This is an optimization exercise on Yosys and OpenROAD, whose aim is small area, not a production implementation. At most, simulation tests tie the RTL to the original design; equivalence was not proved. Power figures rest on the tool's default switching activity, not on a simulated workload.

== run 3 ==
==> flow/design.v (excerpt) <==
module ep_user_app (
  input  wire logic                  trn_clk_c,
  input  wire logic                  rst_n,
  input  wire logic                  link_up_n,
  input  wire logic                  req,
  input  wire logic [48:0]           reg_req,    
  output logic                       ack,
  output logic [31:0]                rd_data,
  output logic                       tx_valid,
  output logic [63:0]                tx_data,
  input  wire logic                  tx_ready
);
  logic        clr;
  logic [15:0] addr;
  logic        wren;
  logic [31:0] wr_data;
  assign clr     = !rst_n || link_up_n;
  assign addr    = reg_req[48:33];
  assign wren    = reg_req[32];
  assign wr_data = reg_req[31:0];
  logic [1:0] st;
  logic       cmd_valid;
  always_ff @(posedge trn_clk_c) begin
    if (clr) begin
      st <= 2'b00;
    end else begin
      st[0] <= !st[1] && (st[0] || req);
      st[1] <= st[0] || (st[1] && req);
    end
  end
  assign cmd_valid = st[0] && !st[1];
  assign ack       = st[1] && !st[0];
  logic        ctrl_en;
  logic [31:0] scratch;
  logic        hit_ctrl, hit_scr, hit_lo, hit_hi, hit_id;
  logic        sel_scr, sel_id, rd_one;    
  assign hit_ctrl = (addr == 16'h0000);
  assign hit_scr  = (addr == 16'h0001);
  assign hit_lo   = (addr == 16'h0002);
  assign hit_hi   = (addr == 16'h0003);
  assign hit_id   = (addr == 16'h0220);
  logic [31:0] wd;
  assign wd = clr ? 32'b0 : wr_data;
  always_ff @(posedge trn_clk_c) begin
    if (clr || (cmd_valid && wren && hit_ctrl)) ctrl_en <= wd[0];
    if (clr || (cmd_valid && wren && hit_scr))  scratch <= wd;
  end
  always_ff @(posedge trn_clk_c) begin
    if (cmd_valid) begin
      sel_scr <= !wren && hit_scr;
      sel_id  <= !wren && hit_id;
      rd_one  <= !wren && hit_ctrl && ctrl_en;
    end
  end
  assign rd_data = ({32{sel_scr}} & scratch)
                 | ({32{sel_id}} & 32'h8888_7777)
  ...
clock: 5.0 ns
lec_check: 0
abc_area: 1
cap_margin: 20
core_margin: 2
core_utilization: 40
cts_buf_list: sky130_fd_sc_hd__clkbuf_4 sky130_fd_sc_hd__clkbuf_8
slew_margin: 20
standard.sh (not shown) runs the stock make flow with config.mk's settings and CLKGATE_MAP_FILE= SYNTH_SCRIPT=/design/flow/synth_recipe.tcl, a recipe that flattens the netlist after the stock synthesis.
==> flow/flow/run.sh <==
#!/bin/bash
# Standard ORFS layout; only the port buffers use the smallest buffer cell.
set -euo pipefail
export BUFFER_PORTS_ARGS="-buffer_cell sky130_fd_sc_hd__buf_1"
bash standard.sh "BUFFER_PORTS_ARGS=$BUFFER_PORTS_ARGS" finish > standard_flow.log 2>&1
Modified inputs, run 2 compared to run 3
==> flow/run.sh (new file) <==
#!/bin/bash
# synth_recipe.tcl (not shown) runs the flow's synth.tcl, then flattens the netlist and writes it again
# the make line also repeats each setting of config.mk as NAME=value (left out here)
make -C /OpenROAD-flow-scripts/flow DESIGN_CONFIG=/design/flow/config.mk WORK_HOME=/design/flow/orfs CLKGATE_MAP_FILE= SYNTH_SCRIPT=/design/flow/synth_recipe.tcl finish
removed: flow/flow/run.sh
removed: flow/standard.sh
[summary]
Looking at run 2 and run 3, the final cell count is a wash. Total wire length in run 2 vs run 3: up 4.1%. Sort run 2 and run 3 by clock share of power desc -> top: run 2. Hold-critical path depth: higher on run 3.
No run of this note included a check of the RTL's function; only the layout flow was run.

The RTL this note starts from:
==> flow/design.v <==
`default_nettype none
package ep_reg_pkg;
  typedef logic [16-1:0] reg_addr_t;
  typedef logic [32-1:0] reg_data_t;
  typedef struct packed {
    reg_addr_t addr;
    logic      wren;      
    reg_data_t wr_data;   
  } reg_req_t;
endpackage
`default_nettype wire
`default_nettype none
package ep_dma_pkg;
  typedef logic [64-1:0] dma_word_t;
  typedef logic [$clog2(16):0] tx_level_t;
endpackage
`default_nettype wire
`timescale 1ns/1ns
`default_nettype none
module ep_user_app (
  input  wire logic                  trn_clk_c,
  input  wire logic                  rst_n,
  input  wire logic                  link_up_n,
  input  wire logic                  req,
  input  wire logic [48:0]           reg_req,    
  output logic                       ack,
  output logic [31:0]                rd_data,
  output logic                       tx_valid,
  output logic [63:0]                tx_data,
  input  wire logic                  tx_ready
);
  logic        clr;
  logic [15:0] addr;
  logic        wren;
  logic [31:0] wr_data;
  assign clr     = !rst_n || link_up_n;
  assign addr    = reg_req[48:33];
  assign wren    = reg_req[32];
  assign wr_data = reg_req[31:0];
  logic [1:0] st;
  logic       cmd_valid;
  always_ff @(posedge trn_clk_c) begin
    if (clr) begin
      st <= 2'b00;
    end else begin
      st[0] <= !st[1] && (st[0] || req);
      st[1] <= st[0] || (st[1] && req);
    end
  end
  assign cmd_valid = st[0] && !st[1];
  assign ack       = st[1] && !st[0];
  logic        ctrl_en;
  logic [31:0] scratch;
  logic        hit_ctrl, hit_scr, hit_lo, hit_hi, hit_id;
  logic        sel_scr, sel_id, rd_one;    
  assign hit_ctrl = (addr == 16'h0000);
  assign hit_scr  = (addr == 16'h0001);
  assign hit_lo   = (addr == 16'h0002);
  assign hit_hi   = (addr == 16'h0003);
  assign hit_id   = (addr == 16'h0220);
  logic [31:0] wd;
  assign wd = clr ? 32'b0 : wr_data;
  logic [31:0] scratch_n;
  always_ff @(posedge trn_clk_c) begin
    if (clr || (cmd_valid && wren && hit_ctrl)) ctrl_en <= wd[0];
    if (clr || (cmd_valid && wren && hit_scr))  scratch_n <= ~wd;
  end
  assign scratch = ~scratch_n;
  always_ff @(posedge trn_clk_c) begin
    if (cmd_valid) begin
      sel_scr <= !wren && hit_scr;
      sel_id  <= !wren && hit_id;
      rd_one  <= !wren && hit_ctrl && ctrl_en;
    end
  end
  assign rd_data = ({32{sel_scr}} & scratch)
                 | ({32{sel_id}} & 32'h8888_7777)
                 | {31'b0, rd_one};
  logic [63:0] head;
  logic [3:0]  level;
  logic        push;
  logic [1:0]  pat_load;
  logic        go, pop;
  logic [3:0]  addend;
  logic [63:0] sum;
  assign pat_load[0] = cmd_valid && wren && hit_lo;
  assign pat_load[1] = cmd_valid && wren && hit_hi;
  assign tx_valid = (level != 4'd0);
  assign pop      = tx_valid && tx_ready;
  assign go       = ctrl_en && !(level >= 4'(16 - 2));
  assign addend = (pat_load != 2'b00) ? (level + {3'b0, push}) : {3'b0, pop};
  logic [4:0]  lo_sum;
  logic [14:0] grp_ones;                  
  logic [15:0] below_ones;                
  logic [59:0] run_ones;                  
  assign lo_sum = {1'b0, head[3:0]} + {1'b0, addend};
  always_comb begin
    below_ones[0] = 1'b1;
    for (int k = 0; k < 15; k++) begin
      grp_ones[k]       = &head[4*k+4 +: 4];
      below_ones[k + 1] = below_ones[k] & grp_ones[k];
    end
    for (int k = 0; k < 15; k++) begin
      run_ones[4*k]     = below_ones[k];
      run_ones[4*k + 1] = below_ones[k] & head[4*k+4];
      run_ones[4*k + 2] = below_ones[k] & (&head[4*k+4 +: 2]);
      run_ones[4*k + 3] = below_ones[k] & (&head[4*k+4 +: 3]);
    end
  end
  assign sum = {head[63:4] ^ ({60{lo_sum[4]}} & run_ones), lo_sum[3:0]};
  always_ff @(posedge trn_clk_c) begin
    head[31:0]  <= (clr || pat_load[0]) ? wd : sum[31:0];
    head[63:32] <= (clr || pat_load[1]) ? wd : sum[63:32];
    if (clr) begin
      level <= '0;
      push  <= 1'b0;
    end else begin
      if (pat_load != 2'b00) begin
        level <= '0;
        push  <= 1'b0;
      end else begin
        level <= level + {3'b0, push} - {3'b0, pop};
        push  <= go;
      end
    end
  end
  assign tx_data = head;
endmodule
`default_nettype wire
clock: 5.0 ns
lec_check: 0
cap_margin: 10
core_margin: 2
core_utilization: 65
cts_buf_list: sky130_fd_sc_hd__clkbuf_4 sky130_fd_sc_hd__clkbuf_8
gpl_routability_driven: 0
slew_margin: 10
==> flow/flow/run.sh <==
#!/bin/bash
# ORFS layout through the standard.sh, with these changes:
#  - synthesis: no Kogge-Stone carry map, no full/half-adder cell map, and an
#    area-leaning ABC script (flow/abc_area.script); registers are unchanged
#  - port buffers use the smallest buffer cell
#  - clock tree synthesis without dummy loads
set -euo pipefail
W=$(pwd)
export MY_ABC_SCRIPT=$W/flow/abc_area.script
export BUFFER_PORTS_ARGS="-buffer_cell sky130_fd_sc_hd__buf_1"
bash standard.sh \
  "SYNTH_SCRIPT=$W/flow/synth.tcl" \
  "SYNTH_OPERATIONS_ARGS=-nofsm" \
  "ADDER_MAP_FILE=" \
  "BUFFER_PORTS_ARGS=$BUFFER_PORTS_ARGS" \
  "CTS_ARGS=-sink_clustering_enable -repair_clock_nets -dont_use_dummy_load -buf_list {sky130_fd_sc_hd__clkbuf_4 sky130_fd_sc_hd__clkbuf_8}" \
  finish > standard_flow.log 2>&1
==> flow/flow/abc_area.script <==
strash
&get -n
&st
&syn3
&dch -f
&nf -a -R 2000 -E 1000
&put
topo
==> flow/flow/synth.tcl <==
proc synth {args} { yosys synth -nofsm -noshare {*}$args }
proc abc {args} {
  set i [lsearch -exact $args -script]
  if {$i >= 0 && [info exists ::env(MY_ABC_SCRIPT)] && $::env(MY_ABC_SCRIPT) ne ""} {
    set args [lreplace $args [expr {$i + 1}] [expr {$i + 1}] $::env(MY_ABC_SCRIPT)]
  }
  yosys abc {*}$args
}
source $::env(SCRIPTS_DIR)/synth.tcl
# left out here: clear keep_hierarchy, flatten, clean up, hide names made inside functions, write 1_2_yosys.v
Change:
Settings changed: CORE_UTILIZATION 65 to 68, GPL_ROUTABILITY_DRIVEN 0 to not set.
Power increases by about 0.7%.
Die area decreases by 4.2%.
First-iteration DRC count increases by about 0.9%.
Critical path depth does not change.
Global-route usage increases by 2.3 points.
Change:
==> flow/flow/abc_area.script (replaced) <==
strash
dc2
strash
&get -n
&st
&syn3
&dc2
&dch -f
&nf -a -R 1000
&put
strash
dc2
strash
&get -n
&st
&dch -f
&nf -a -R 1000
&put
topo
Settings changed: CAP_MARGIN 10 to 0, CORE_UTILIZATION 68 to 75, SLEW_MARGIN 10 to 0.
After rerunning: The new run ended with an error in 3_5_place_dp (DPL-0038). Synthesized cell count falls by a little under a tenth. Area after synthesis falls by a few percent.
Change:
==> flow/flow/abc_area.script (replaced) <==
strash
&get -n
&st
&syn3
&dch -f
&nf -a -R 2000 -E 1000
&put
topo
Settings changed: CAP_MARGIN 0 to 10, CORE_UTILIZATION 75 to 70, SLEW_MARGIN 0 to 10.
=> The changed run passed the timing, design-rule and antenna checks. Area after synthesis increases by 2.4%. Synthesized cell count increases by 9.8%.

## what the ideal ports hide
In the flow no input, the clock included, has a driving cell. The finished layouts below were timed again as built, in two steps. Step 1, drivers: a clkbuf_16 drives trn_clk_c and a buf_2 each remaining input, both assumed. Step 2, shift: input delay + t, output delay - t, t = (earliest + latest rising clock arrival at the registers) / 2. This alone moves slack from input paths to output paths. Slacks: no drivers / after step 1 / after step 2; pairs: no drivers / after step 1.
run | t (ns) | slack for setup (ns) | worst setup path at the end | slew at the worst register clock pin (ns)
run 3 | 0.426 | 1.578 / 1.590 / 1.164 | input to register | 0.11 / 0.11
run 2 | 0.428 | 1.247 / 1.267 / 0.839 | input to register | 0.11 / 0.11
the first run of note 2 | 0.376 | 0.409 / 0.414 / 0.038 | input to register | 0.11 / 0.11
the second run of note 2 | 0.379 | 0.471 / 0.480 / 0.101 | input to register | 0.10 / 0.10
the fourth run of note 2 | 0.384 | 0.434 / 0.439 / 0.055 | input to register | 0.10 / 0.10
After both steps setup and hold are still met in every run listed. For run 3, which loses most, drivers alone change the setup slack by +0.012 ns; drivers and shift together by -0.414 ns.
